Context: an optimization exercise on an open-source flow, tuned for small area, a short achievable clock period and few clock cycles per item. The choices shown serve that exercise and are no tape-out recipe. At most, simulation tests tie the RTL to the original design; equivalence was not proved. Power figures rest on the tool's default switching activity, not on a simulated workload.

Design poly_cv_gate_to_note_events, start of the top module:
module poly_cv_gate_to_note_events (
   input  logic                  clock,
   input  logic                  reset,
   input  logic                  req_tvalid,
   output logic                  req_tready,
   input  logic [REQ_DATA_W-1:0] req_tdata,
   input  logic [0:0]            req_tuser,    
   output logic                  rsp_tvalid,
   input  logic                  rsp_tready,
   output logic [RSP_DATA_W-1:0] rsp_tdata,
   output logic [1:0]            rsp_tuser,    
   output logic                  rsp_tlast,
   input  logic                  csr_psel,
   input  logic                  csr_penable,
   input  logic                  csr_pwrite,
   input  logic [CSR_ADDR_W-1:0] csr_paddr,
   input  logic [CSR_DATA_W-1:0] csr_pwdata,
   output logic [CSR_DATA_W-1:0] csr_prdata,
   output logic                  csr_pready
);
Settings: LEC_CHECK=0, CAP_MARGIN=20, CORE_MARGIN=2, CORE_UTILIZATION=40, SLEW_MARGIN=20; clock period 10.0 ns.
standard.sh (not shown) runs the stock make flow with config.mk's settings and CLKGATE_MAP_FILE= SYNTH_SCRIPT=/design/flow/synth_recipe.tcl, a recipe that flattens the netlist after the stock synthesis.
==> flow/flow/run.sh <==
#!/bin/bash
# Layout flow: the standard layout (standard.sh, with its synthesis
# unchanged), run with timing repair aimed below the clock period, small
# plain buffers on the ports (resized by repair where timing needs it) and
# larger clock-tree sink clusters. Each tool's output goes to a log file here.
set -euo pipefail
export SETUP_SLACK_MARGIN=6.15
export BUFFER_PORTS_ARGS="-buffer_cell sky130_fd_sc_hd__buf_1"
export CTS_CLUSTER_SIZE=25
export CTS_CLUSTER_DIAMETER=100
bash standard.sh > standard_flow.log 2>&1
The baseline completed without violations.
Then changed:
--- a/flow/design.v
+++ b/flow/design.v
@@ -433,27 +433,28 @@
    logic [15:0]        a_time_ff;
    logic               b_valid_ff;
    logic               b_simple_ff;    
    logic               b_final_ff;     
    logic               it_reset_ff;    
    logic [15:0]        it_sel_ff;      
    logic [15:0]        it_pend_ff;     
-   logic               it_rise_ff;     
-   logic               it_fall_ff;     
-   logic               it_hold_ff;     
+   logic               it_use_ff;      
+   logic               it_ge_ff;       
+   logic               it_le_ff;       
    logic signed [19:0] it_t_ff;        
    logic [12:0]        it_vhs_ff;      
    logic [12:0]        it_vhk_ff;
    logic               it_vc_ff;
    logic [1:0]         it_vsel_ff;
    logic               noev_ff;        
    logic               fire_ff;        
    logic               done_ff;        
    logic               bfree_ff;       
    logic [15:0]        it_time_ff;
+   logic               rec_gate_ff;    
    logic [6:0]         rec_note_ff;
    logic signed [19:0] rec_t_ff;
    logic [4:0]         lanes_ff;       
    logic signed [16:0] in_gate;
    logic signed [16:0] in_vl;
    logic [4:0]         in_count;
    logic [17:0]        in_vt;
@@ -640,15 +641,15 @@
    assign a_gate = |(gates_nx & a_sel);
    always_comb begin
       a_valid_nx = rdy_ff ? req_tvalid : a_valid_ff;
       b_valid_nx = a_move || (b_valid_ff && !b_done);
       if (bfree_ff) begin
          b_final_nx = 1'b0;
          step_nx    = a_simple;
-         noev_nx    = !(a_use && (a_gate || a_ge));
+         noev_nx    = !a_use || (!a_gate && !a_ge);
       end else begin
          noev_nx    = noev_ff;
          b_final_nx = b_final_ff
                       || (b_valid_ff && wphase && (!walk_any || (fire && walk_single)));
          step_nx    = b_simple_ff || b_final_nx;
       end
       fire_nx  = b_valid_nx && (!skid_busy_nx || (noev_nx && step_nx));
@@ -690,23 +691,24 @@
    end
    always_ff @(posedge clock) begin
       if (bfree_ff) begin
          b_simple_ff <= a_simple;
          it_reset_ff <= a_reset_ff;
          it_sel_ff   <= a_sel;
          it_pend_ff  <= a_pend;
-         it_rise_ff  <= a_use && !a_gate && a_ge;
-         it_fall_ff  <= a_use && a_gate && a_le;
-         it_hold_ff  <= a_use && a_gate && !a_le;
+         it_use_ff   <= a_use;
+         it_ge_ff    <= a_ge;
+         it_le_ff    <= a_le;
          it_t_ff     <= a_t;
          it_vhs_ff   <= a_vhs;
          it_vhk_ff   <= a_vhk;
          it_vc_ff    <= a_vc;
          it_vsel_ff  <= a_vsel_ff;
          it_time_ff  <= a_time_ff;
+         rec_gate_ff <= a_gate;
          rec_note_ff <= (note_wr && |(it_sel_ff & a_sel)) ? c_note : mem_note;
          rec_t_ff    <= (t_wr && |(it_sel_ff & a_sel)) ? it_t_ff : mem_t;
       end else if (fire && wphase) begin
          it_pend_ff  <= it_pend_ff & ~walk_sel;
       end
    end
    assign pending   = it_pend_ff;
@@ -726,17 +728,17 @@
    assign walk_single = (pending & ~walk_sel) == 16'd0;
    always_comb begin
       it_lane = '0;
       for (int i = 0; i < 16; i++) begin
          it_lane = it_lane | (4'(i) & {4{it_sel_ff[i]}});
       end
    end
-   assign rise    = it_rise_ff;
-   assign fall    = it_fall_ff;
-   assign held    = it_hold_ff && c_send;
+   assign rise    = it_use_ff && !rec_gate_ff && it_ge_ff;
+   assign fall    = it_use_ff && rec_gate_ff && it_le_ff;
+   assign held    = it_use_ff && rec_gate_ff && !it_le_ff && c_send;
    assign s_event = rise || fall || held;
    assign note_wr = b_done && rise;
    assign t_wr    = b_done && (rise || held);
    always_comb begin
       push     = 1'b0;
       e_kind   = EVT_NOTE_OFF;
       e_lane   = it_lane;
Result: The changed run finished clean; worst setup slack improves by 0.0044 ns; via count falls by 0.67%; total power hardly moves; global-route usage shrinks by 0.21 points; die area decreases by 0.95%; area after synthesis decreases by 0.97%; wire length stays flat; hold slack loses 0.0070 ns; synthesized cell count drops by 2.3%.
Testbench counts after the change, summed over its fixed seeds: cycles 34,101, items 32,000.
No functional check of the RTL was part of the first run of this note.

afterwards: timing with drivers on the ports:
Ports are ideal in the flow. The routed layouts listed here were re-timed in OpenROAD. Step 1: set_driving_cell puts a clkbuf_16 on clock and a buf_2 on each other input, an assumption about the parent block. Step 2 times the ports against the registers' clock, not the clock port: input delays grow and output delays shrink by t, the midpoint of the rising clock arrivals with the driver on. a / b / c = ideal / step 1 / step 2; a / b = the first two.
| run | t (ns) | slack for setup (ns) | worst setup path after step 2 | pins driven straight from the clock port |
|---|---|---|---|---|
| the first run | 0.704 | 6.181 / 6.182 / 5.478 | input to register | 1 |
| the second run | 0.679 | 6.185 / 6.185 / 5.506 | input to register | 1 |
After both steps every run listed still meets setup and hold. For the first run, which loses most, drivers alone change the setup slack by +0.001 ns; drivers and shift together by -0.703 ns.
